What follows belongs to an exercise in optimizing a design on an open flow for small area and few clock cycles per item; a production flow would make more cautious choices.
Function was checked by simulation only, so behaviour that the tests miss may differ from the original.

==> flow/design.v, too long to show whole: its modules and the start of the top module <==
// module svv_sq7: 57 lines
// module svv_sq6: 43 lines
// module svv_mul_g: 354 lines
// module svv_mul_x: 350 lines
// module svv_mul_vc: 87 lines
// module svv_sq13: 179 lines
// module svv_fa: 4 lines
// module svv_ha: 4 lines
// module svv_maj: 3 lines
// module svv_xn: 3 lines
// module svv_or: 3 lines
// module stereo_voice_volume_pan_law: 212 lines
module stereo_voice_volume_pan_law (
  input  logic        clk_i,
  input  logic        rst_ni,
  input  logic        in_valid_i,
  output logic        in_ready_o,
  input  logic [6:0]  in_voice_level_i,
  input  logic [6:0]  in_cmd_volume_i,
  input  logic [6:0]  in_cmd_pan_i,
  input  logic [6:0]  in_tone_volume_i,
  input  logic [6:0]  in_tone_pan_i,
  input  logic [6:0]  in_program_volume_i,
  output logic        out_valid_o,
  input  logic        out_ready_i,
  output logic [13:0] out_left_level_o,
  output logic [13:0] out_right_level_o,
  input  logic        cfg_we_i,
  input  logic [1:0]  cfg_idx_i,
  input  logic [6:0]  cfg_data_i
);
  // ...
==> flow/run.sh <==
#!/bin/bash
# synth_recipe.tcl (not shown) runs the flow's synth.tcl, then flattens the netlist and writes it again
# the make line also repeats each setting of config.mk as NAME=value (left out here)
make -C /OpenROAD-flow-scripts/flow DESIGN_CONFIG=/design/flow/config.mk WORK_HOME=/design/flow/orfs CLKGATE_MAP_FILE= SYNTH_SCRIPT=/design/flow/synth_recipe.tcl finish
==> flow/config.mk <==
export PLATFORM = sky130hd
export DESIGN_NAME = stereo_voice_volume_pan_law
export DESIGN_NICKNAME = stereo_voice_volume_pan_law
export VERILOG_FILES = /design/flow/design.v
export SDC_FILE = /design/flow/constraint.sdc
export NUM_CORES = 4
export LEC_CHECK = 0
export CAP_MARGIN = 20
export CORE_MARGIN = 2
export CORE_UTILIZATION = 40
export CTS_BUF_LIST = sky130_fd_sc_hd__clkbuf_8
export CTS_CLUSTER_DIAMETER = 60
export CTS_CLUSTER_SIZE = 12
export SLEW_MARGIN = 20
export SYNTH_HIERARCHICAL = 1
export SYNTH_MINIMUM_KEEP_SIZE = 0
==> flow/constraint.sdc <==
create_clock -name core_clock -period 7.0 [get_ports {clk_i}]
set_input_delay 1.4000 -clock core_clock [delete_from_list [all_inputs] [get_ports {clk_i}]]
set_output_delay 1.4000 -clock core_clock [all_outputs]
set_load 0.01 [all_outputs]
==> reports/metrics.csv, run 1 <==
metric,value,unit
initial DRC count,2721,
post-CTS setup buffers,0,
CP Depth,17,
Syn Area/Cell,10.6,um^2
worst reg2reg path depth,17,
vias in the first global route,46200,
Placed Area,64000,um^2
Signal buf overhead,2.09,%
CP cell instances,buf_4 > mux2_2 > nand2_1 > or2_1 > fa_1 > fa_1 > fa_1 > fa_1 > ha_1 > a21o_1 > a21oi_2 > o21ai_1 > a221o_2 > a21oi_2 > xor2_1 > mux2i_1 > a21oi_1,
latest clock arrival within the worst-skew pair,0.77,ns
RSZ-0062 raised after global routing,no,
met3 usage,2.48,%
I/O Buffers,85,
Final Util,42.3,%
hold_ws,0.413,ns
Final Slew Violations,0,
routed wire length,151000,um
Worst Setup End Kind,register,
outcome,finished clean,
Filler cells,14700,
met1 Usage GRT,26.5,%
FFs & Latches,395,
"Largest area class, layout",multi-input combinational cells,
first-pass GRT wire length,248000,um
Testbench counts, summed over its fixed seeds: cycles 9,672, items 9,600.
==> run 2, diff against run 1 <==
--- a/flow/config.mk
+++ b/flow/config.mk
@@ -8,9 +8,6 @@
 export CAP_MARGIN = 20
 export CORE_MARGIN = 2
 export CORE_UTILIZATION = 40
-export CTS_BUF_LIST = sky130_fd_sc_hd__clkbuf_8
-export CTS_CLUSTER_DIAMETER = 60
-export CTS_CLUSTER_SIZE = 12
 export SLEW_MARGIN = 20
 export SYNTH_HIERARCHICAL = 1
 export SYNTH_MINIMUM_KEEP_SIZE = 0
==> reports/metrics.csv, run 2 <==
metric,value,unit,change
initial DRC count,2670,,was 2721
Syn Area/Cell,10.6,um^2,unchanged
die width,397,um,unchanged
"most common cell after layout, fill and taps aside",nand2_1,,unchanged
Antenna Diode Count,0,,was 1
Via Count,42400,,about the same
boundary pin count,86,,unchanged
Met3 Wirelength,8430,um,was 9110 um
RSZ-0062 raised after global routing,no,,unchanged
M1 WL,65400,um,was 64400 um
Final Slew Violations,0,,unchanged
Worst Setup End Kind,register,,unchanged
DRT Pass-1 Iters,6,,unchanged
latest clock arrival within the worst-skew pair,0.66,ns,was 0.77 ns
minimum clock period after layout,5.89,ns,about the same
nets,7205,,was 7209
post-CTS setup buffers,0,,unchanged
largest net degree at the start of global routing,140,,unchanged
vias per cell,5.51,,about the same
"Clk pin slew, worst setup/hold paths",0.06,ns,was 0.08 ns
count of final setup violators,0,,unchanged
Starting Density,40.2,%,unchanged
Max H-tree Level,2,,unchanged
hold buffers post-CTS,0,,unchanged
area grow syn2layout,6.14,%,was 5.19%
Hold Crit Class,reg2reg,,unchanged
Worst-Margin Slew,1.14,ns,about the same
row cnt,144,,unchanged
Final Util,42.7,%,was 42.3%
PostCTS Resize Cnt,0,,unchanged
Final Cycle Share,84.1,%,about the same
setup TNS,0,ns,unchanged
upper clock frequency limit,170,MHz,about the same
gr usage total,19.6,%,was 19.5%
Routability Congestion,0.863,,unchanged
Cells after Synth,5825,,unchanged
CP Launch Type,register,,unchanged
Clock Tree Buf Depth,3,,unchanged
Die Area,158000,um^2,unchanged
routed wire length,152000,um,was 151000 um
layout cells sized above 1,6.79,%,was 7.00%
YS warnings,7,,unchanged
clock sinks,395,,unchanged
Layout Skew,0.0226,ns,was 0.0413 ns
I/O Buffers,85,,unchanged
first-pass GRT wire length,249000,um,was 248000 um
kind of critical path,reg2reg,,unchanged
antenna violations before repair,0,,was 1
floorplan core area,154000,um^2,unchanged
metal2 WL,74400,um,was 74100 um
CTS tree,yes,,unchanged
uppermost layer routed,met4,,unchanged
Slew HR,23.8,%,about the same
HPWL after detailed placement,114000,um,unchanged
Netlist Area Pre-Place,61900,um^2,unchanged
highest-count cells in the layout ignoring fill and taps,"nand2_1, fa_1, edfxtp_1, xnor2_1, ha_1",,unchanged
average wire per standard cell,19.7,um,was 19.6 um
Filler cells,14600,,was 14700
final hold vios,0,,unchanged
WP data arrival,6.39,ns,was 6.50 ns
WP data required,7.50,ns,was 7.61 ns
maxcap violations,0,,unchanged
outcome,finished clean,,unchanged
CP max FO,33,,unchanged
Syn Nets,7418,,unchanged
clock root cell,clkbuf_16,,was clkbuf_8
vias in the first global route,46300,,was 46200
gr ovfl total,0,,unchanged
CTS buffer count,51,,was 55
Die Ht,397,um,unchanged
number of routed nets with antenna violations,0,,unchanged
DRC,0,,unchanged
-- run 2: path summary, 6_finish.rpt --
| check | from | to | slack, ns | cells past startpoint |
|---|---|---|---|---|
| max in group asynchronous | rst_ni | sfx_q[0] | 5.59 | 2 |
| min reg2reg | cv_q2[4] | cv_q3[4] | 0.41 | 0 |
| max | p2on_q3 | r_q4[13] | 1.11 | 17 |
| min | cv_q2[4] | cv_q3[4] | 0.41 | 0 |
| min in group asynchronous | rst_ni | vld_q[7] | 1.11 | 2 |
| max reg2reg | p2on_q3 | r_q4[13] | 1.11 | 17 |
-- run 2: per-stage QoR --
stage,setup WS [ns],cell area [um^2],std cells,hold slack (ns)
2_1_floorplan,1.40,61900,5825,0.400
6_report,1.11,65700,7697,0.410
4_1_cts,1.14,65700,7696,0.413
5_1_grt,0.734,65700,7697,0.421
3_5_place_dp,1.18,64000,7602,0.405
3_3_place_gp,1.14,64000,7602,0.402
-- run 2: cell type report --
cell class | instances | area, um^2 | area share, %
clock buffers | 60 | 1310 | 1.99
clock inverters | 34 | 457 | 0.695
flip-flops and latches | 395 | 11800 | 17.9
multi-input cells | 4982 | 48200 | 73.3
well taps | 2044 | 2560 | 3.89
inverters | 33 | 124 | 0.188
repair buffers | 149 | 1360 | 2.07
-- run 2: routing by layer --
metal  track usage (%)  vias up
met3              2.45      194
li1                  -    18700
met4              4.90        0
met5                 0        -
met2              33.2     1300
met1              26.6    22300
-- run 2: critical path, stage by stage (launching register included) --
cell and delay, ns:
edfxtp_1 0.66, buf_4 0.42, mux2_2 0.43, nand2_1 0.13, or2_1 0.27, fa_1 0.41, fa_1 0.57, fa_1 0.43
fa_1 0.49, ha_1 0.39, a21o_1 0.20, a21oi_2 0.13, o21ai_1 0.09, a221o_2 0.43, a21oi_2 0.15, xor2_1 0.25
mux2i_1 0.10, a21oi_1 0.17
==> module stereo_voice_volume_pan_law, before the edit <==
module stereo_voice_volume_pan_law (
  input  logic        clk_i,
  input  logic        rst_ni,
  input  logic        in_valid_i,
  output logic        in_ready_o,
  input  logic [6:0]  in_voice_level_i,
  input  logic [6:0]  in_cmd_volume_i,
  input  logic [6:0]  in_cmd_pan_i,
  input  logic [6:0]  in_tone_volume_i,
  input  logic [6:0]  in_tone_pan_i,
  input  logic [6:0]  in_program_volume_i,
  output logic        out_valid_o,
  input  logic        out_ready_i,
  output logic [13:0] out_left_level_o,
  output logic [13:0] out_right_level_o,
  input  logic        cfg_we_i,
  input  logic [1:0]  cfg_idx_i,
  input  logic [6:0]  cfg_data_i
);
  localparam logic [1:0]  CfgMono   = 2'd0;
  localparam logic [1:0]  CfgSfx    = 2'd1;
  localparam logic [1:0]  CfgMaster = 2'd2;
  logic [7:0] vld_q;       
  logic       adv;         
  logic       busy;        
  logic       stale_s_q;   
  logic       stale_m_q;   
  logic       take;
  assign adv        = !vld_q[7] || out_ready_i;
  assign busy       = |vld_q[6:0];
  assign in_ready_o = adv && (busy ? !(stale_s_q || stale_m_q) : !(stale_s_q && stale_m_q));
  assign take       = in_valid_i && in_ready_o;
  always_ff @(posedge clk_i or negedge rst_ni) begin
    if (!rst_ni) begin
      vld_q <= '0;
    end else if (adv) begin
      vld_q <= {vld_q[6:0], take};
    end
  end
  logic        mono_q;
  logic [6:0]  sfx_q, master_q;           
  logic [13:0] sfx_use_q, master_use_q;   
  logic [13:0] cfg_sq;
  logic        copy_s, copy_m;
  assign copy_s = !busy && stale_s_q;
  assign copy_m = !busy && stale_m_q && !stale_s_q;
  svv_sq7 u_cfg_sq (.a(stale_s_q ? sfx_q : master_q), .y(cfg_sq));
  always_ff @(posedge clk_i or negedge rst_ni) begin
    if (!rst_ni) begin
      mono_q    <= 1'b0;
      sfx_q     <= 7'd127;
      master_q  <= 7'd127;
      stale_s_q <= 1'b1;
      stale_m_q <= 1'b1;
    end else begin
      if (cfg_we_i && cfg_idx_i == CfgSfx) begin
        stale_s_q <= 1'b1;
      end else if (copy_s) begin
        stale_s_q <= 1'b0;
      end
      if (cfg_we_i && cfg_idx_i == CfgMaster) begin
        stale_m_q <= 1'b1;
      end else if (copy_m) begin
        stale_m_q <= 1'b0;
      end
      if (cfg_we_i) begin
        case (cfg_idx_i)
          CfgMono:   mono_q   <= cfg_data_i[0];
          CfgSfx:    sfx_q    <= cfg_data_i;
          CfgMaster: master_q <= cfg_data_i;
          default: begin
          end
        endcase
      end
    end
  end
  always_ff @(posedge clk_i) begin
    if (copy_s) begin
      sfx_use_q <= cfg_sq;
    end
    if (copy_m) begin
      master_use_q <= cfg_sq;
    end
  end
  logic [5:0]  c0, d0;
  logic [12:0] vc0;
  assign c0 = in_cmd_pan_i[6]  ? ~in_cmd_pan_i[5:0]  : in_cmd_pan_i[5:0];
  assign d0 = in_tone_pan_i[6] ? ~in_tone_pan_i[5:0] : in_tone_pan_i[5:0];
  svv_mul_vc u_vc (.a(in_voice_level_i), .b(c0), .y(vc0));
  logic [6:0]  v_q1;
  logic [12:0] vc_q1;
  logic        p1on_q1, p1l_q1;    
  logic        p2on_q1, p2l_q1;    
  logic [5:0]  d_q1;
  logic [6:0]  tv_q1, cv_q1, pv_q1;
  always_ff @(posedge clk_i) begin
    if (adv) begin
      v_q1    <= in_voice_level_i;
      vc_q1   <= vc0;
      p1on_q1 <= !mono_q && (c0 != 6'd63);
      p1l_q1  <= in_cmd_pan_i[6];
      p2on_q1 <= !mono_q && (d0 != 6'd63);
      p2l_q1  <= in_tone_pan_i[6];
      d_q1    <= d0;
      tv_q1   <= in_tone_volume_i;
      cv_q1   <= in_cmd_volume_i;
      pv_q1   <= in_program_volume_i;
    end
  end
  logic [13:0] a1, x1, l1, r1, tsq1;
  svv_sq7  u_vsq (.a(v_q1), .y(a1));
  svv_sq13 u_m1 (.a(vc_q1), .y(x1));
  svv_sq7  u_tsq (.a(tv_q1), .y(tsq1));
  assign l1 = (p1on_q1 && p1l_q1)  ? x1 : a1;
  assign r1 = (p1on_q1 && !p1l_q1) ? x1 : a1;
  logic [13:0] src_q2, oth_q2, tsq_q2;
  logic        p2on_q2, p2l_q2;
  logic [5:0]  d_q2;
  logic [6:0]  cv_q2, pv_q2;
  always_ff @(posedge clk_i) begin
    if (adv) begin
      src_q2  <= (p2on_q1 && p2l_q1) ? r1 : l1;
      oth_q2  <= (p2on_q1 && p2l_q1) ? l1 : r1;
      tsq_q2  <= tsq1;
      p2on_q2 <= p2on_q1;
      p2l_q2  <= p2l_q1;
      d_q2    <= d_q1;
      cv_q2   <= cv_q1;
      pv_q2   <= pv_q1;
    end
  end
  logic [13:0] g2;
  logic [11:0] dsq2;
  svv_mul_g u_m2 (.a(src_q2), .b(tsq_q2), .y(g2));
  svv_sq6 u_dsq (.a(d_q2), .y(dsq2));
  logic [13:0] g_q3, oth_q3, k_q3;
  logic        p2on_q3, p2l_q3;
  logic [6:0]  cv_q3, pv_q3;
  always_ff @(posedge clk_i) begin
    if (adv) begin
      g_q3    <= g2;
      oth_q3  <= oth_q2;
      k_q3    <= p2on_q2 ? {2'd0, dsq2} : tsq_q2;
      p2on_q3 <= p2on_q2;
      p2l_q3  <= p2l_q2;
      cv_q3   <= cv_q2;
      pv_q3   <= pv_q2;
    end
  end
  logic [15:0] x3;
  logic [13:0] y3, l3, r3, cvsq3;
  svv_mul_x u_m3 (.a(p2on_q3 ? g_q3 : oth_q3), .b(k_q3), .y(x3));
  svv_sq7 u_cvsq (.a(cv_q3), .y(cvsq3));
  assign y3 = p2on_q3 ? x3[13:0] : x3[15:2];
  assign l3 = (p2on_q3 && p2l_q3) ? y3 : g_q3;
  assign r3 = (p2on_q3 && p2l_q3) ? g_q3 : y3;
  logic [13:0] l_q4, r_q4, cvsq_q4;
  logic [6:0]  pv_q4;
  always_ff @(posedge clk_i) begin
    if (adv) begin
      l_q4    <= l3;
      r_q4    <= r3;
      cvsq_q4 <= cvsq3;
      pv_q4   <= pv_q3;
    end
  end
  logic [13:0] l4, r4, pvsq4;
  svv_mul_g u_m4l (.a(l_q4), .b(cvsq_q4), .y(l4));
  svv_mul_g u_m4r (.a(r_q4), .b(cvsq_q4), .y(r4));
  svv_sq7 u_pvsq (.a(pv_q4), .y(pvsq4));
  logic [13:0] l_q5, r_q5, pvsq_q5;
  always_ff @(posedge clk_i) begin
    if (adv) begin
      l_q5    <= l4;
      r_q5    <= r4;
      pvsq_q5 <= pvsq4;
    end
  end
  logic [13:0] l5, r5;
  svv_mul_g u_m5l (.a(l_q5), .b(pvsq_q5), .y(l5));
  svv_mul_g u_m5r (.a(r_q5), .b(pvsq_q5), .y(r5));
  logic [13:0] l_q6, r_q6;
  always_ff @(posedge clk_i) begin
    if (adv) begin
      l_q6 <= l5;
      r_q6 <= r5;
    end
  end
  logic [13:0] l6, r6;
  svv_mul_g u_m6l (.a(l_q6), .b(sfx_use_q), .y(l6));
  svv_mul_g u_m6r (.a(r_q6), .b(sfx_use_q), .y(r6));
  logic [13:0] l_q7, r_q7;
  always_ff @(posedge clk_i) begin
    if (adv) begin
      l_q7 <= l6;
      r_q7 <= r6;
    end
  end
  logic [13:0] l7, r7;
  svv_mul_g u_m7l (.a(l_q7), .b(master_use_q), .y(l7));
  svv_mul_g u_m7r (.a(r_q7), .b(master_use_q), .y(r7));
  logic [13:0] l_q8, r_q8;
  always_ff @(posedge clk_i) begin
    if (adv) begin
      l_q8 <= l7;
      r_q8 <= r7;
    end
  end
  assign out_valid_o       = vld_q[7];
  assign out_left_level_o  = l_q8;
  assign out_right_level_o = r_q8;
endmodule
==> run 3, diff against run 2 <==
--- a/flow/design.v
+++ b/flow/design.v
@@ -454,6 +454,356 @@
   wire [15:0] sh = ~(ra + rb + {15'd0, t437});
   assign y = {sh[15], sh[14], sh[13], sh[12], sh[11], sh[10], sh[9], sh[8], sh[7], sh[6], sh[5], sh[4], sh[3], sh[2]};
 endmodule
+module svv_mul_o (input logic [13:0] a, input logic [13:0] b, output logic [13:0] y);
+  logic t1, t2, t3, t4, t5, t6, t7, t8, t9, t10, t11, t12, t13, t14, t15, t16;
+  logic t17, t18, t19, t20, t21, t22, t23, t24, t25, t26, t27, t28, t29, t30, t31, t32;
+  logic t33, t34, t35, t36, t37, t38, t39, t40, t41, t42, t43, t44, t45, t46, t47, t48;
+  logic t49, t50, t51, t52, t53, t54, t55, t56, t57, t58, t59, t60, t61, t62, t63, t64;
+  logic t65, t66, t67, t68, t69, t70, t71, t72, t73, t74, t75, t76, t77, t78, t79, t80;
+  logic t81, t82, t83, t84, t85, t86, t87, t88, t89, t90, t91, t92, t93, t94, t95, t96;
+  logic t97, t98, t99, t100, t101, t102, t103, t104, t105, t106, t107, t108, t109, t110, t111, t112;
+  logic t113, t114, t115, t116, t117, t118, t119, t120, t121, t122, t123, t124, t125, t126, t127, t128;
+  logic t129, t130, t131, t132, t133, t134, t135, t136, t137, t138, t139, t140, t141, t142, t143, t144;
+  logic t145, t146, t147, t148, t149, t150, t151, t152, t153, t154, t155, t156, t157, t158, t159, t160;
+  logic t161, t162, t163, t164, t165, t166, t167, t168, t169, t170, t171, t172, t173, t174, t175, t176;
+  logic t177, t178, t179, t180, t181, t182, t183, t184, t185, t186, t187, t188, t189, t190, t191, t192;
+  logic t193, t194, t195, t196, t197, t198, t199, t200, t201, t202, t203, t204, t205, t206, t207, t208;
+  logic t209, t210, t211, t212, t213, t214, t215, t216, t217, t218, t219, t220, t221, t222, t223, t224;
+  logic t225, t226, t227, t228, t229, t230, t231, t232, t233, t234, t235, t236, t237, t238, t239, t240;
+  logic t241, t242, t243, t244, t245, t246, t247, t248, t249, t250, t251, t252, t253, t254, t255, t256;
+  logic t257, t258, t259, t260, t261, t262, t263, t264, t265, t266, t267, t268, t269, t270, t271, t272;
+  logic t273, t274, t275, t276, t277, t278, t279, t280, t281, t282, t283, t284, t285, t286, t287, t288;
+  logic t289, t290, t291, t292, t293, t294, t295, t296, t297, t298, t299, t300, t301, t302, t303, t304;
+  logic t305, t306, t307, t308, t309, t310, t311, t312, t313, t314, t315, t316, t317, t318, t319, t320;
+  logic t321, t322, t323, t324, t325, t326, t327, t328, t329, t330, t331, t332, t333, t334, t335, t336;
+  logic t337, t338, t339, t340, t341, t342, t343, t344, t345, t346, t347, t348, t349, t350, t351, t352;
+  logic t353, t354, t355, t356, t357, t358, t359, t360, t361, t362, t363, t364, t365, t366, t367, t368;
+  logic t369, t370, t371, t372, t373, t374, t375, t376, t377, t378, t379, t380, t381, t382, t383, t384;
+  logic t385, t386, t387, t388, t389, t390, t391, t392, t393, t394, t395, t396, t397, t398, t399, t400;
+  logic t401, t402, t403, t404, t405, t406, t407, t408, t409, t410, t411, t412, t413, t414, t415, t416;
+  logic t417, t418, t419, t420, t421, t422, t423, t424, t425, t426, t427, t428, t429, t430, t431, t432;
+  logic t433;
+  assign t1 = ~(a[0] & b[0]);
+  assign t2 = ~(a[1] & b[0]);
+  assign t3 = ~((a[2] & b[0]) | (a[0] & b[2]));
+  assign t4 = ~(a[0] & b[3]);
+  assign t5 = ~((a[3] & b[0]) | (a[1] & b[2]));
+  assign t6 = ~(a[0] & b[4]);
+  assign t7 = ~(a[1] & b[3]);
+  assign t8 = ~((a[4] & b[0]) | (a[2] & b[2]));
+  assign t9 = ~(a[0] & b[5]);
+  assign t10 = ~(a[1] & b[4]);
+  assign t11 = ~(a[2] & b[3]);
+  assign t12 = ~((a[5] & b[0]) | (a[3] & b[2]));
+  assign t13 = ~(a[0] & b[6]);
+  assign t14 = ~(a[1] & b[5]);
+  assign t15 = ~(a[2] & b[4]);
+  assign t16 = ~(a[3] & b[3]);
+  assign t17 = ~((a[6] & b[0]) | (a[4] & b[2]));
+  assign t18 = ~(a[0] & b[7]);
+  assign t19 = ~(a[1] & b[6]);
+  assign t20 = ~(a[2] & b[5]);
+  assign t21 = ~(a[3] & b[4]);
+  assign t22 = ~(a[4] & b[3]);
+  assign t23 = ~((a[7] & b[0]) | (a[5] & b[2]));
+  assign t24 = ~(a[0] & b[8]);
+  assign t25 = ~(a[1] & b[7]);
+  assign t26 = ~(a[2] & b[6]);
+  assign t27 = ~(a[3] & b[5]);
+  assign t28 = ~(a[4] & b[4]);
+  assign t29 = ~(a[5] & b[3]);
+  assign t30 = ~((a[8] & b[0]) | (a[6] & b[2]));
+  assign t31 = ~(a[0] & b[9]);
+  assign t32 = ~(a[1] & b[8]);
+  assign t33 = ~(a[2] & b[7]);
+  assign t34 = ~(a[3] & b[6]);
+  assign t35 = ~(a[4] & b[5]);
+  assign t36 = ~(a[5] & b[4]);
+  assign t37 = ~(a[6] & b[3]);
+  assign t38 = ~((a[9] & b[0]) | (a[7] & b[2]));
+  assign t39 = ~(a[0] & b[10]);
+  assign t40 = ~(a[1] & b[9]);
+  assign t41 = ~(a[2] & b[8]);
+  assign t42 = ~(a[3] & b[7]);
+  assign t43 = ~(a[4] & b[6]);
+  assign t44 = ~(a[5] & b[5]);
+  assign t45 = ~(a[6] & b[4]);
+  assign t46 = ~(a[7] & b[3]);
+  assign t47 = ~((a[10] & b[0]) | (a[8] & b[2]));
+  assign t48 = ~(a[0] & b[11]);
+  assign t49 = ~(a[1] & b[10]);
+  assign t50 = ~(a[2] & b[9]);
+  assign t51 = ~(a[3] & b[8]);
+  assign t52 = ~(a[4] & b[7]);
+  assign t53 = ~(a[5] & b[6]);
+  assign t54 = ~(a[6] & b[5]);
+  assign t55 = ~(a[7] & b[4]);
+  assign t56 = ~(a[8] & b[3]);
+  assign t57 = ~((a[11] & b[0]) | (a[9] & b[2]));
+  assign t58 = ~(a[0] & b[12]);
+  assign t59 = ~(a[1] & b[11]);
+  assign t60 = ~(a[2] & b[10]);
+  assign t61 = ~(a[3] & b[9]);
+  assign t62 = ~(a[4] & b[8]);
+  assign t63 = ~(a[5] & b[7]);
+  assign t64 = ~(a[6] & b[6]);
+  assign t65 = ~(a[7] & b[5]);
+  assign t66 = ~(a[8] & b[4]);
+  assign t67 = ~(a[9] & b[3]);
+  assign t68 = ~((a[12] & b[0]) | (a[10] & b[2]));
+  assign t69 = ~(a[0] & b[13]);
+  assign t70 = ~(a[1] & b[12]);
+  assign t71 = ~(a[2] & b[11]);
+  assign t72 = ~(a[3] & b[10]);
+  assign t73 = ~(a[4] & b[9]);
+  assign t74 = ~(a[5] & b[8]);
+  assign t75 = ~(a[6] & b[7]);
+  assign t76 = ~(a[7] & b[6]);
+  assign t77 = ~(a[8] & b[5]);
+  assign t78 = ~(a[9] & b[4]);
+  assign t79 = ~(a[10] & b[3]);
+  assign t80 = ~((a[13] & b[0]) | (a[11] & b[2]));
+  assign t81 = ~(a[1] & b[13]);
+  assign t82 = ~(a[2] & b[12]);
+  assign t83 = ~(a[3] & b[11]);
+  assign t84 = ~(a[4] & b[10]);
+  assign t85 = ~(a[5] & b[9]);
+  assign t86 = ~(a[6] & b[8]);
+  assign t87 = ~(a[7] & b[7]);
+  assign t88 = ~(a[8] & b[6]);
+  assign t89 = ~(a[9] & b[5]);
+  assign t90 = ~(a[10] & b[4]);
+  assign t91 = ~((a[11] & b[3]) | (a[12] & b[2]));
+  assign t92 = ~(a[2] & b[13]);
+  assign t93 = ~(a[3] & b[12]);
+  assign t94 = ~(a[4] & b[11]);
+  assign t95 = ~(a[5] & b[10]);
+  assign t96 = ~(a[6] & b[9]);
+  assign t97 = ~(a[7] & b[8]);
+  assign t98 = ~(a[8] & b[7]);
+  assign t99 = ~(a[9] & b[6]);
+  assign t100 = ~(a[10] & b[5]);
+  assign t101 = ~(a[11] & b[4]);
+  assign t102 = ~((a[12] & b[3]) | (a[13] & b[2]));
+  assign t103 = ~(a[3] & b[13]);
+  assign t104 = ~(a[4] & b[12]);
+  assign t105 = ~(a[5] & b[11]);
+  assign t106 = ~(a[6] & b[10]);
+  assign t107 = ~(a[7] & b[9]);
+  assign t108 = ~(a[8] & b[8]);
+  assign t109 = ~(a[9] & b[7]);
+  assign t110 = ~(a[10] & b[6]);
+  assign t111 = ~(a[11] & b[5]);
+  assign t112 = ~(a[12] & b[4]);
+  assign t113 = ~(a[13] & b[3]);
+  assign t114 = ~(a[4] & b[13]);
+  assign t115 = ~(a[5] & b[12]);
+  assign t116 = ~(a[6] & b[11]);
+  assign t117 = ~(a[7] & b[10]);
+  assign t118 = ~(a[8] & b[9]);
+  assign t119 = ~(a[9] & b[8]);
+  assign t120 = ~(a[10] & b[7]);
+  assign t121 = ~(a[11] & b[6]);
+  assign t122 = ~(a[12] & b[5]);
+  assign t123 = ~(a[13] & b[4]);
+  assign t124 = ~(a[5] & b[13]);
+  assign t125 = ~(a[6] & b[12]);
+  assign t126 = ~(a[7] & b[11]);
+  assign t127 = ~(a[8] & b[10]);
+  assign t128 = ~(a[9] & b[9]);
+  assign t129 = ~(a[10] & b[8]);
+  assign t130 = ~(a[11] & b[7]);
+  assign t131 = ~(a[12] & b[6]);
+  assign t132 = ~(a[13] & b[5]);
+  assign t133 = ~(a[6] & b[13]);
+  assign t134 = ~(a[7] & b[12]);
+  assign t135 = ~(a[8] & b[11]);
+  assign t136 = ~(a[9] & b[10]);
+  assign t137 = ~(a[10] & b[9]);
+  assign t138 = ~(a[11] & b[8]);
+  assign t139 = ~(a[12] & b[7]);
+  assign t140 = ~(a[13] & b[6]);
+  assign t141 = ~(a[7] & b[13]);
+  assign t142 = ~(a[8] & b[12]);
+  assign t143 = ~(a[9] & b[11]);
+  assign t144 = ~(a[10] & b[10]);
+  assign t145 = ~(a[11] & b[9]);
+  assign t146 = ~(a[12] & b[8]);
+  assign t147 = ~(a[13] & b[7]);
+  assign t148 = ~(a[8] & b[13]);
+  assign t149 = ~(a[9] & b[12]);
+  assign t150 = ~(a[10] & b[11]);
+  assign t151 = ~(a[11] & b[10]);
+  assign t152 = ~(a[12] & b[9]);
+  assign t153 = ~(a[13] & b[8]);
+  assign t154 = ~(a[9] & b[13]);
+  assign t155 = ~(a[10] & b[12]);
+  assign t156 = ~(a[11] & b[11]);
+  assign t157 = ~(a[12] & b[10]);
+  assign t158 = ~(a[13] & b[9]);
+  assign t159 = ~(a[10] & b[13]);
+  assign t160 = ~(a[11] & b[12]);
+  assign t161 = ~(a[12] & b[11]);
+  assign t162 = ~(a[13] & b[10]);
+  assign t163 = ~(a[11] & b[13]);
+  assign t164 = ~(a[12] & b[12]);
+  assign t165 = ~(a[13] & b[11]);
+  assign t166 = ~(a[12] & b[13]);
+  assign t167 = ~(a[13] & b[12]);
+  assign t168 = ~(a[13] & b[13]);
+  svv_xn u_t169 (.a(t48), .b(t49), .y(t169));
+  svv_or u_t170 (.a(t48), .b(t49), .y(t170));
+  svv_fa u_t171 (.a(t58), .b(t59), .c(t60), .s(t171), .co(t172));
+  svv_xn u_t173 (.a(t61), .b(t62), .y(t173));
+  svv_or u_t174 (.a(t61), .b(t62), .y(t174));
+  svv_fa u_t175 (.a(t69), .b(t70), .c(t71), .s(t175), .co(t176));
+  svv_fa u_t177 (.a(t72), .b(t73), .c(t74), .s(t177), .co(t178));
+  svv_xn u_t179 (.a(t75), .b(t76), .y(t179));
+  svv_or u_t180 (.a(t75), .b(t76), .y(t180));
+  svv_fa u_t181 (.a(t81), .b(t82), .c(t83), .s(t181), .co(t182));
+  svv_fa u_t183 (.a(t84), .b(t85), .c(t86), .s(t183), .co(t184));
+  svv_xn u_t185 (.a(t87), .b(t88), .y(t185));
+  svv_or u_t186 (.a(t87), .b(t88), .y(t186));
+  svv_fa u_t187 (.a(t92), .b(t93), .c(t94), .s(t187), .co(t188));
+  svv_fa u_t189 (.a(t95), .b(t96), .c(t97), .s(t189), .co(t190));
+  svv_xn u_t191 (.a(t98), .b(t99), .y(t191));
+  svv_or u_t192 (.a(t98), .b(t99), .y(t192));
+  svv_fa u_t193 (.a(t103), .b(t104), .c(t105), .s(t193), .co(t194));
+  svv_fa u_t195 (.a(t106), .b(t107), .c(t108), .s(t195), .co(t196));
+  svv_xn u_t197 (.a(t109), .b(t110), .y(t197));
+  svv_or u_t198 (.a(t109), .b(t110), .y(t198));
+  svv_fa u_t199 (.a(t114), .b(t115), .c(t116), .s(t199), .co(t200));
+  svv_fa u_t201 (.a(t117), .b(t118), .c(t119), .s(t201), .co(t202));
+  svv_fa u_t203 (.a(t124), .b(t125), .c(t126), .s(t203), .co(t204));
+  svv_xn u_t205 (.a(t24), .b(t25), .y(t205));
+  svv_or u_t206 (.a(t24), .b(t25), .y(t206));
+  svv_fa u_t207 (.a(t31), .b(t32), .c(t33), .s(t207), .co(t208));
+  svv_xn u_t209 (.a(t34), .b(t35), .y(t209));
+  svv_or u_t210 (.a(t34), .b(t35), .y(t210));
+  svv_fa u_t211 (.a(t39), .b(t40), .c(t41), .s(t211), .co(t212));
+  svv_fa u_t213 (.a(t42), .b(t43), .c(t44), .s(t213), .co(t214));
+  svv_xn u_t215 (.a(t45), .b(t46), .y(t215));
+  svv_or u_t216 (.a(t45), .b(t46), .y(t216));
+  svv_fa u_t217 (.a(t169), .b(t50), .c(t51), .s(t217), .co(t218));
+  svv_fa u_t219 (.a(t52), .b(t53), .c(t54), .s(t219), .co(t220));
+  svv_fa u_t221 (.a(t55), .b(t56), .c(t57), .s(t221), .co(t222));
+  svv_fa u_t223 (.a(t170), .b(t171), .c(t173), .s(t223), .co(t224));
+  svv_fa u_t225 (.a(t63), .b(t64), .c(t65), .s(t225), .co(t226));
+  svv_fa u_t227 (.a(t66), .b(t67), .c(t68), .s(t227), .co(t228));
+  svv_fa u_t229 (.a(t172), .b(t174), .c(t175), .s(t229), .co(t230));
+  svv_fa u_t231 (.a(t177), .b(t179), .c(t77), .s(t231), .co(t232));
+  svv_fa u_t233 (.a(t78), .b(t79), .c(t80), .s(t233), .co(t234));
+  svv_fa u_t235 (.a(t176), .b(t178), .c(t180), .s(t235), .co(t236));
+  svv_fa u_t237 (.a(t181), .b(t183), .c(t185), .s(t237), .co(t238));
+  svv_fa u_t239 (.a(t89), .b(t90), .c(t91), .s(t239), .co(t240));
+  svv_fa u_t241 (.a(t182), .b(t184), .c(t186), .s(t241), .co(t242));
+  svv_fa u_t243 (.a(t187), .b(t189), .c(t191), .s(t243), .co(t244));
+  svv_fa u_t245 (.a(t100), .b(t101), .c(t102), .s(t245), .co(t246));
+  svv_fa u_t247 (.a(t188), .b(t190), .c(t192), .s(t247), .co(t248));
+  svv_fa u_t249 (.a(t193), .b(t195), .c(t197), .s(t249), .co(t250));
+  svv_fa u_t251 (.a(t111), .b(t112), .c(t113), .s(t251), .co(t252));
+  svv_fa u_t253 (.a(t194), .b(t196), .c(t198), .s(t253), .co(t254));
+  svv_fa u_t255 (.a(t199), .b(t201), .c(t120), .s(t255), .co(t256));
+  svv_fa u_t257 (.a(t121), .b(t122), .c(t123), .s(t257), .co(t258));
+  svv_fa u_t259 (.a(t200), .b(t202), .c(t203), .s(t259), .co(t260));
+  svv_fa u_t261 (.a(t127), .b(t128), .c(t129), .s(t261), .co(t262));
+  svv_fa u_t263 (.a(t130), .b(t131), .c(t132), .s(t263), .co(t264));
+  svv_fa u_t265 (.a(t204), .b(t133), .c(t134), .s(t265), .co(t266));
+  svv_fa u_t267 (.a(t135), .b(t136), .c(t137), .s(t267), .co(t268));
+  svv_fa u_t269 (.a(t138), .b(t139), .c(t140), .s(t269), .co(t270));
+  svv_fa u_t271 (.a(t141), .b(t142), .c(t143), .s(t271), .co(t272));
+  svv_fa u_t273 (.a(t144), .b(t145), .c(t146), .s(t273), .co(t274));
+  svv_fa u_t275 (.a(t148), .b(t149), .c(t150), .s(t275), .co(t276));
+  svv_xn u_t277 (.a(t13), .b(t14), .y(t277));
+  svv_or u_t278 (.a(t13), .b(t14), .y(t278));
+  svv_fa u_t279 (.a(t18), .b(t19), .c(t20), .s(t279), .co(t280));
+  svv_xn u_t281 (.a(t21), .b(t22), .y(t281));
+  svv_or u_t282 (.a(t21), .b(t22), .y(t282));
+  svv_fa u_t283 (.a(t205), .b(t26), .c(t27), .s(t283), .co(t284));
+  svv_fa u_t285 (.a(t28), .b(t29), .c(t30), .s(t285), .co(t286));
+  svv_fa u_t287 (.a(t206), .b(t207), .c(t209), .s(t287), .co(t288));
+  svv_fa u_t289 (.a(t36), .b(t37), .c(t38), .s(t289), .co(t290));
+  svv_fa u_t291 (.a(t208), .b(t210), .c(t211), .s(t291), .co(t292));
+  svv_fa u_t293 (.a(t213), .b(t215), .c(t47), .s(t293), .co(t294));
+  svv_fa u_t295 (.a(t212), .b(t214), .c(t216), .s(t295), .co(t296));
+  svv_fa u_t297 (.a(t217), .b(t219), .c(t221), .s(t297), .co(t298));
+  svv_fa u_t299 (.a(t218), .b(t220), .c(t222), .s(t299), .co(t300));
+  svv_fa u_t301 (.a(t223), .b(t225), .c(t227), .s(t301), .co(t302));
+  svv_fa u_t303 (.a(t224), .b(t226), .c(t228), .s(t303), .co(t304));
+  svv_fa u_t305 (.a(t229), .b(t231), .c(t233), .s(t305), .co(t306));
+  svv_fa u_t307 (.a(t230), .b(t232), .c(t234), .s(t307), .co(t308));
+  svv_fa u_t309 (.a(t235), .b(t237), .c(t239), .s(t309), .co(t310));
+  svv_fa u_t311 (.a(t236), .b(t238), .c(t240), .s(t311), .co(t312));
+  svv_fa u_t313 (.a(t241), .b(t243), .c(t245), .s(t313), .co(t314));
+  svv_fa u_t315 (.a(t242), .b(t244), .c(t246), .s(t315), .co(t316));
+  svv_fa u_t317 (.a(t247), .b(t249), .c(t251), .s(t317), .co(t318));
+  svv_fa u_t319 (.a(t248), .b(t250), .c(t252), .s(t319), .co(t320));
+  svv_fa u_t321 (.a(t253), .b(t255), .c(t257), .s(t321), .co(t322));
+  svv_fa u_t323 (.a(t254), .b(t256), .c(t258), .s(t323), .co(t324));
+  svv_fa u_t325 (.a(t259), .b(t261), .c(t263), .s(t325), .co(t326));
+  svv_fa u_t327 (.a(t260), .b(t262), .c(t264), .s(t327), .co(t328));
+  svv_fa u_t329 (.a(t265), .b(t267), .c(t269), .s(t329), .co(t330));
+  svv_fa u_t331 (.a(t266), .b(t268), .c(t270), .s(t331), .co(t332));
+  svv_fa u_t333 (.a(t271), .b(t273), .c(t147), .s(t333), .co(t334));
+  svv_fa u_t335 (.a(t272), .b(t274), .c(t275), .s(t335), .co(t336));
+  svv_fa u_t337 (.a(t151), .b(t152), .c(t153), .s(t337), .co(t338));
+  svv_fa u_t339 (.a(t276), .b(t154), .c(t155), .s(t339), .co(t340));
+  svv_fa u_t341 (.a(t156), .b(t157), .c(t158), .s(t341), .co(t342));
+  svv_fa u_t343 (.a(t159), .b(t160), .c(t161), .s(t343), .co(t344));
+  svv_xn u_t345 (.a(t9), .b(t10), .y(t345));
+  svv_or u_t346 (.a(t9), .b(t10), .y(t346));
+  svv_fa u_t347 (.a(t277), .b(t15), .c(t16), .s(t347), .co(t348));
+  svv_fa u_t349 (.a(t278), .b(t279), .c(t281), .s(t349), .co(t350));
+  svv_fa u_t351 (.a(t280), .b(t282), .c(t283), .s(t351), .co(t352));
+  svv_fa u_t353 (.a(t284), .b(t286), .c(t287), .s(t353), .co(t354));
+  svv_fa u_t355 (.a(t288), .b(t290), .c(t291), .s(t355), .co(t356));
+  svv_fa u_t357 (.a(t292), .b(t294), .c(t295), .s(t357), .co(t358));
+  svv_fa u_t359 (.a(t296), .b(t298), .c(t299), .s(t359), .co(t360));
+  svv_fa u_t361 (.a(t300), .b(t302), .c(t303), .s(t361), .co(t362));
+  svv_fa u_t363 (.a(t304), .b(t306), .c(t307), .s(t363), .co(t364));
+  svv_fa u_t365 (.a(t308), .b(t310), .c(t311), .s(t365), .co(t366));
+  svv_fa u_t367 (.a(t312), .b(t314), .c(t315), .s(t367), .co(t368));
+  svv_fa u_t369 (.a(t316), .b(t318), .c(t319), .s(t369), .co(t370));
+  svv_fa u_t371 (.a(t320), .b(t322), .c(t323), .s(t371), .co(t372));
+  svv_fa u_t373 (.a(t324), .b(t326), .c(t327), .s(t373), .co(t374));
+  svv_fa u_t375 (.a(t328), .b(t330), .c(t331), .s(t375), .co(t376));
+  svv_fa u_t377 (.a(t332), .b(t334), .c(t335), .s(t377), .co(t378));
+  svv_fa u_t379 (.a(t336), .b(t338), .c(t339), .s(t379), .co(t380));
+  svv_fa u_t381 (.a(t340), .b(t342), .c(t343), .s(t381), .co(t382));
+  svv_fa u_t383 (.a(t344), .b(t163), .c(t164), .s(t383), .co(t384));
+  svv_xn u_t385 (.a(t6), .b(t7), .y(t385));
+  svv_or u_t386 (.a(t6), .b(t7), .y(t386));
+  svv_fa u_t387 (.a(t345), .b(t11), .c(t12), .s(t387), .co(t388));
+  svv_fa u_t389 (.a(t346), .b(t347), .c(t17), .s(t389), .co(t390));
+  svv_fa u_t391 (.a(t348), .b(t349), .c(t23), .s(t391), .co(t392));
+  svv_fa u_t393 (.a(t350), .b(t351), .c(t285), .s(t393), .co(t394));
+  svv_fa u_t395 (.a(t352), .b(t353), .c(t289), .s(t395), .co(t396));
+  svv_fa u_t397 (.a(t354), .b(t355), .c(t293), .s(t397), .co(t398));
+  svv_fa u_t399 (.a(t356), .b(t357), .c(t297), .s(t399), .co(t400));
+  svv_fa u_t401 (.a(t358), .b(t359), .c(t301), .s(t401), .co(t402));
+  svv_fa u_t403 (.a(t360), .b(t361), .c(t305), .s(t403), .co(t404));
+  svv_fa u_t405 (.a(t362), .b(t363), .c(t309), .s(t405), .co(t406));
+  svv_fa u_t407 (.a(t364), .b(t365), .c(t313), .s(t407), .co(t408));
+  svv_fa u_t409 (.a(t366), .b(t367), .c(t317), .s(t409), .co(t410));
+  svv_fa u_t411 (.a(t368), .b(t369), .c(t321), .s(t411), .co(t412));
+  svv_fa u_t413 (.a(t370), .b(t371), .c(t325), .s(t413), .co(t414));
+  svv_fa u_t415 (.a(t372), .b(t373), .c(t329), .s(t415), .co(t416));
+  svv_fa u_t417 (.a(t374), .b(t375), .c(t333), .s(t417), .co(t418));
+  svv_fa u_t419 (.a(t376), .b(t377), .c(t337), .s(t419), .co(t420));
+  svv_fa u_t421 (.a(t378), .b(t379), .c(t341), .s(t421), .co(t422));
+  svv_fa u_t423 (.a(t380), .b(t381), .c(t162), .s(t423), .co(t424));
+  svv_fa u_t425 (.a(t382), .b(t383), .c(t165), .s(t425), .co(t426));
+  svv_fa u_t427 (.a(t384), .b(t166), .c(t167), .s(t427), .co(t428));
+  assign t429 = t4 | t5;
+  svv_maj u_t430 (.a(t385), .b(t8), .c(t429), .y(t430));
+  svv_maj u_t431 (.a(t386), .b(t387), .c(t430), .y(t431));
+  svv_maj u_t432 (.a(t388), .b(t389), .c(t431), .y(t432));
+  svv_maj u_t433 (.a(t390), .b(t391), .c(t432), .y(t433));
+  wire [19:0] ra = {1'b1, t428, t426, t424, t422, t420, t418, t416, t414, t412, t410, t408, t406, t404, t402, t400, t398, t396, t394, t392};
+  wire [19:0] rb = {1'b1, t168, t427, t425, t423, t421, t419, t417, t415, t413, t411, t409, t407, t405, t403, t401, t399, t397, t395, t393};
+  wire [19:0] sh = ~(ra + rb + {19'd0, t433});
+  assign y = {sh[19], sh[18], sh[17], sh[16], sh[15], sh[14], sh[13], sh[12], sh[11], sh[10], sh[9], sh[8], sh[7], sh[6]};
+endmodule
 module svv_mul_x (input logic [13:0] a, input logic [13:0] b, output logic [15:0] y);
   logic t1, t2, t3, t4, t5, t6, t7, t8, t9, t10, t11, t12, t13, t14, t15, t16;
   logic t17, t18, t19, t20, t21, t22, t23, t24, t25, t26, t27, t28, t29, t30, t31, t32;
@@ -1110,13 +1460,13 @@
   localparam logic [1:0]  CfgMono   = 2'd0;
   localparam logic [1:0]  CfgSfx    = 2'd1;
   localparam logic [1:0]  CfgMaster = 2'd2;
-  logic [7:0] vld_q;       
+  logic [6:0] vld_q;       
   logic       adv;         
   logic       busy;        
   logic       stale_s_q;   
   logic       stale_m_q;   
   logic       take;
-  assign adv        = !vld_q[7] || out_ready_i;
+  assign adv        = !vld_q[6] || out_ready_i;
   assign busy       = |vld_q[6:0];
   assign in_ready_o = adv && (busy ? !(stale_s_q || stale_m_q) : !(stale_s_q && stale_m_q));
   assign take       = in_valid_i && in_ready_o;
@@ -1124,7 +1474,7 @@
     if (!rst_ni) begin
       vld_q <= '0;
     end else if (adv) begin
-      vld_q <= {vld_q[6:0], take};
+      vld_q <= {vld_q[5:0], take};
     end
   end
   logic        mono_q;
@@ -1286,17 +1636,7 @@
       r_q7 <= r6;
     end
   end
-  logic [13:0] l7, r7;
-  svv_mul_g u_m7l (.a(l_q7), .b(master_use_q), .y(l7));
-  svv_mul_g u_m7r (.a(r_q7), .b(master_use_q), .y(r7));
-  logic [13:0] l_q8, r_q8;
-  always_ff @(posedge clk_i) begin
-    if (adv) begin
-      l_q8 <= l7;
-      r_q8 <= r7;
-    end
-  end
-  assign out_valid_o       = vld_q[7];
-  assign out_left_level_o  = l_q8;
-  assign out_right_level_o = r_q8;
+  svv_mul_o u_m7l (.a(l_q7), .b(master_use_q), .y(out_left_level_o));
+  svv_mul_o u_m7r (.a(r_q7), .b(master_use_q), .y(out_right_level_o));
+  assign out_valid_o = vld_q[6];
 endmodule
==> reports/metrics.csv, run 3 <==
metric,value,unit,change
Netlist Area Pre-Place,61200,um^2,was 61900 um^2
final worst slack,0.143,ns,was 1.11 ns
floorplan core area,152000,um^2,was 154000 um^2
boundary pin count,86,,unchanged
final instance area,65900,um^2,was 65700 um^2
clock sinks,366,,was 395
final hold vios,0,,unchanged
CP Launch Type,register,,unchanged
Storage cell area,10900,um^2,was 11800 um^2
row cnt,143,,was 144
hold_ws,0.413,ns,was 0.410 ns
CP endpoint,out_left_level_o[9],,was r_q4[13]
Die Area,156000,um^2,was 158000 um^2
met1 Usage GRT,26.8,%,was 26.6%
antenna violations before repair,0,,unchanged
crit-path max cell delay,0.57,ns,was 0.66 ns
maxcap violations,0,,unchanged
Routability Congestion,0.848,,was 0.863
nets,7274,,was 7205
Post-Layout Cell Count,7739,,was 7697
die width,395,um,was 397 um
CP Launch Point,master_use_q[11],,was p2on_q3
CTS tree,yes,,unchanged
DRC,0,,unchanged
cell family with most CP delay,adder cells,,unchanged
count of final setup violators,0,,unchanged
Syn Area/Cell,10.5,um^2,was 10.6 um^2
gr ovfl total,0,,unchanged
largest net degree at the start of global routing,81,,was 140
Antenna Diode Count,0,,unchanged
Cells after Synth,5805,,was 5825
CP Depth,16,,was 17
CTS buffer count,46,,was 51
reg-to-reg endpoint,r_q4[11],,was r_q4[13]
CP max FO,7,,was 33
vias in the first global route,46500,,was 46300
Starting Density,40.3,%,was 40.2%
Hold Crit Class,reg2reg,,unchanged
routed wire length,151000,um,was 152000 um
gr usage total,19.6,%,about the same
CP most frequent cell,fa_1,,unchanged
Most Crowded Layer GR,met2,,unchanged
I/O Buffers,85,,unchanged
worst path bufs/invs,3,,was 1
hold buffers post-CTS,0,,unchanged
Final Cycle Share,98.0,%,was 84.1%
Final Slew Violations,0,,unchanged
Clock Tree Buf Depth,3,,unchanged
Placed Area,63500,um^2,was 64000 um^2
minimum clock period after layout,6.86,ns,was 5.89 ns
upper clock frequency limit,146,MHz,was 170 MHz
HPWL after detailed placement,114000,um,about the same
"Clk pin slew, worst setup/hold paths",0.07,ns,was 0.06 ns
initial DRC count,2969,,was 2670
worst reg2reg path depth,17,,unchanged
first-pass GRT wire length,249000,um,about the same
vias per cell,5.50,,was 5.51
CP cell instances,buf_4 > clkbuf_16 > nand2_1 > fa_1 > fa_1 > fa_1 > fa_1 > fa_1 > ha_4 > a211oi_1 > nand2_1 > o21ai_4 > a211oi_2 > o21a_1 > or2_1 > dlygate4sd2_1,,was buf_4 > mux2_2 > nand2_1 > or2_1 > fa_1 > fa_1 > fa_1 > fa_1 > ha_1 > a21o_1 > a21oi_2 > o21ai_1 > a221o_2 > a21oi_2 > xor2_1 > mux2i_1 > a21oi_1
setup TNS,0,ns,unchanged
Place WS,0.183,ns,was 1.18 ns
area grow syn2layout,7.81,%,was 6.14%
YS warnings,7,,unchanged
kind of critical path,reg2out,,was reg2reg
highest-count cells in the layout ignoring fill and taps,"nand2_1, fa_1, edfxtp_1, xnor2_1, ha_1",,unchanged
outcome,finished clean,,unchanged
Layout Skew,0.0255,ns,was 0.0226 ns
"most common cell after layout, fill and taps aside",nand2_1,,unchanged
reg2reg start,p2on_q3,,unchanged
Slew HR,30.5,%,was 23.8%
met2 usage,33.3,%,was 33.2%
average wire per standard cell,19.5,um,was 19.7 um
Die Ht,395,um,was 397 um
reg2reg setup slack,0.88,ns,was 1.11 ns
number of routed nets with antenna violations,0,,unchanged
met3 usage,2.35,%,was 2.45%
Worst Setup End Kind,output port,,was register
clock root cell,clkbuf_16,,unchanged
Filler cells,14200,,was 14600
Syn Nets,7406,,was 7418
Worst-Margin Slew,1.04,ns,was 1.14 ns
CP max stage cell,fa_1,,was edfxtp_1
WP data arrival,5.46,ns,was 6.39 ns
WP data required,5.60,ns,was 7.50 ns
Via Count,42600,,was 42400
layout cells sized above 1,9.34,%,was 6.79%
Max H-tree Level,2,,unchanged
latest clock arrival within the worst-skew pair,0.64,ns,was 0.66 ns
Final Util,43.4,%,was 42.7%
placed cell count,7608,,was 7602
DRT Pass-1 Iters,7,,was 6
multi-input logic area,48700,um^2,was 48200 um^2
RSZ-0062 raised after global routing,yes,,was no
[run 3: worst min-delay path by stage]
stage / from / endpoint / slack, ns / cells past startpoint
after detailed placement: d_q1[2] / d_q2[2] / 0.40 / 0
after CTS: pv_q3[5] / pv_q4[5] / 0.41 / 0
final: pv_q3[5] / pv_q4[5] / 0.41 / 0
after floorplan: cv_q1[0] / cv_q2[0] / 0.40 / 0
after global placement: cv_q1[3] / cv_q2[3] / 0.40 / 0
after global routing: pv_q3[5] / pv_q4[5] / 0.42 / 0
[run 3: timing repair]
item / 4_1_cts / 5_1_grt
gates resized for setup: 63 / 62
pin swaps: 12 / 44
endpoints found under the hold margin: 0 / 0
endpoints found under the setup margin: 22 / 19
buffers inserted: 23 / 16
cloned: 5 / 2
[run 3: layout make-up]
cell class,instances,share of cell area [%]
Multi-Input combinational cell,4991,73.8
Sequential cell,366,16.5
Tap cell,2030,3.85
Timing Repair Buffer,229,3.30
Clock buffer,50,1.77
Clock inverter,34,0.518
Inverter,39,0.222
[run 3: layer usage]
layer	vias to the layer above	part of all wire (%)
met3	178	5.8
met5	-	0
met1	22300	43
met4	0	1.8
met2	1346	49
li1	18700	-
Testbench counts of run 3, summed over its fixed seeds: cycles 9,664, items 9,600.

[re-timing with driven ports]
No port has a modelled driver above. Below, the same layouts with a new extraction and two added sets of constraints. Step 1 (the two cells are an assumption about what drives the block):
set clk [get_ports {clk_i}]
set_driving_cell -lib_cell sky130_fd_sc_hd__clkbuf_16 $clk
set_driving_cell -lib_cell sky130_fd_sc_hd__buf_2 [delete_from_list [all_inputs] $clk]
Step 2 also shifts input and output timing later by t, the mid clock arrival at the registers, as if the neighbouring blocks saw the same clock. Slacks: ideal ports / drivers / drivers and shift; pairs: ideal ports / drivers.
run | t (ns) | slack for setup (ns) | clock arrival spread, ns
run 1 | 0.826 | 1.110 / 1.110 / 1.110 | 0.042 / 0.042
run 2 | 0.728 | 1.111 / 1.111 / 1.111 | 0.023 / 0.023
run 3 | 0.701 | 0.143 / 0.068 / 0.769 | 0.027 / 0.027
After both steps every run listed still meets setup and hold.
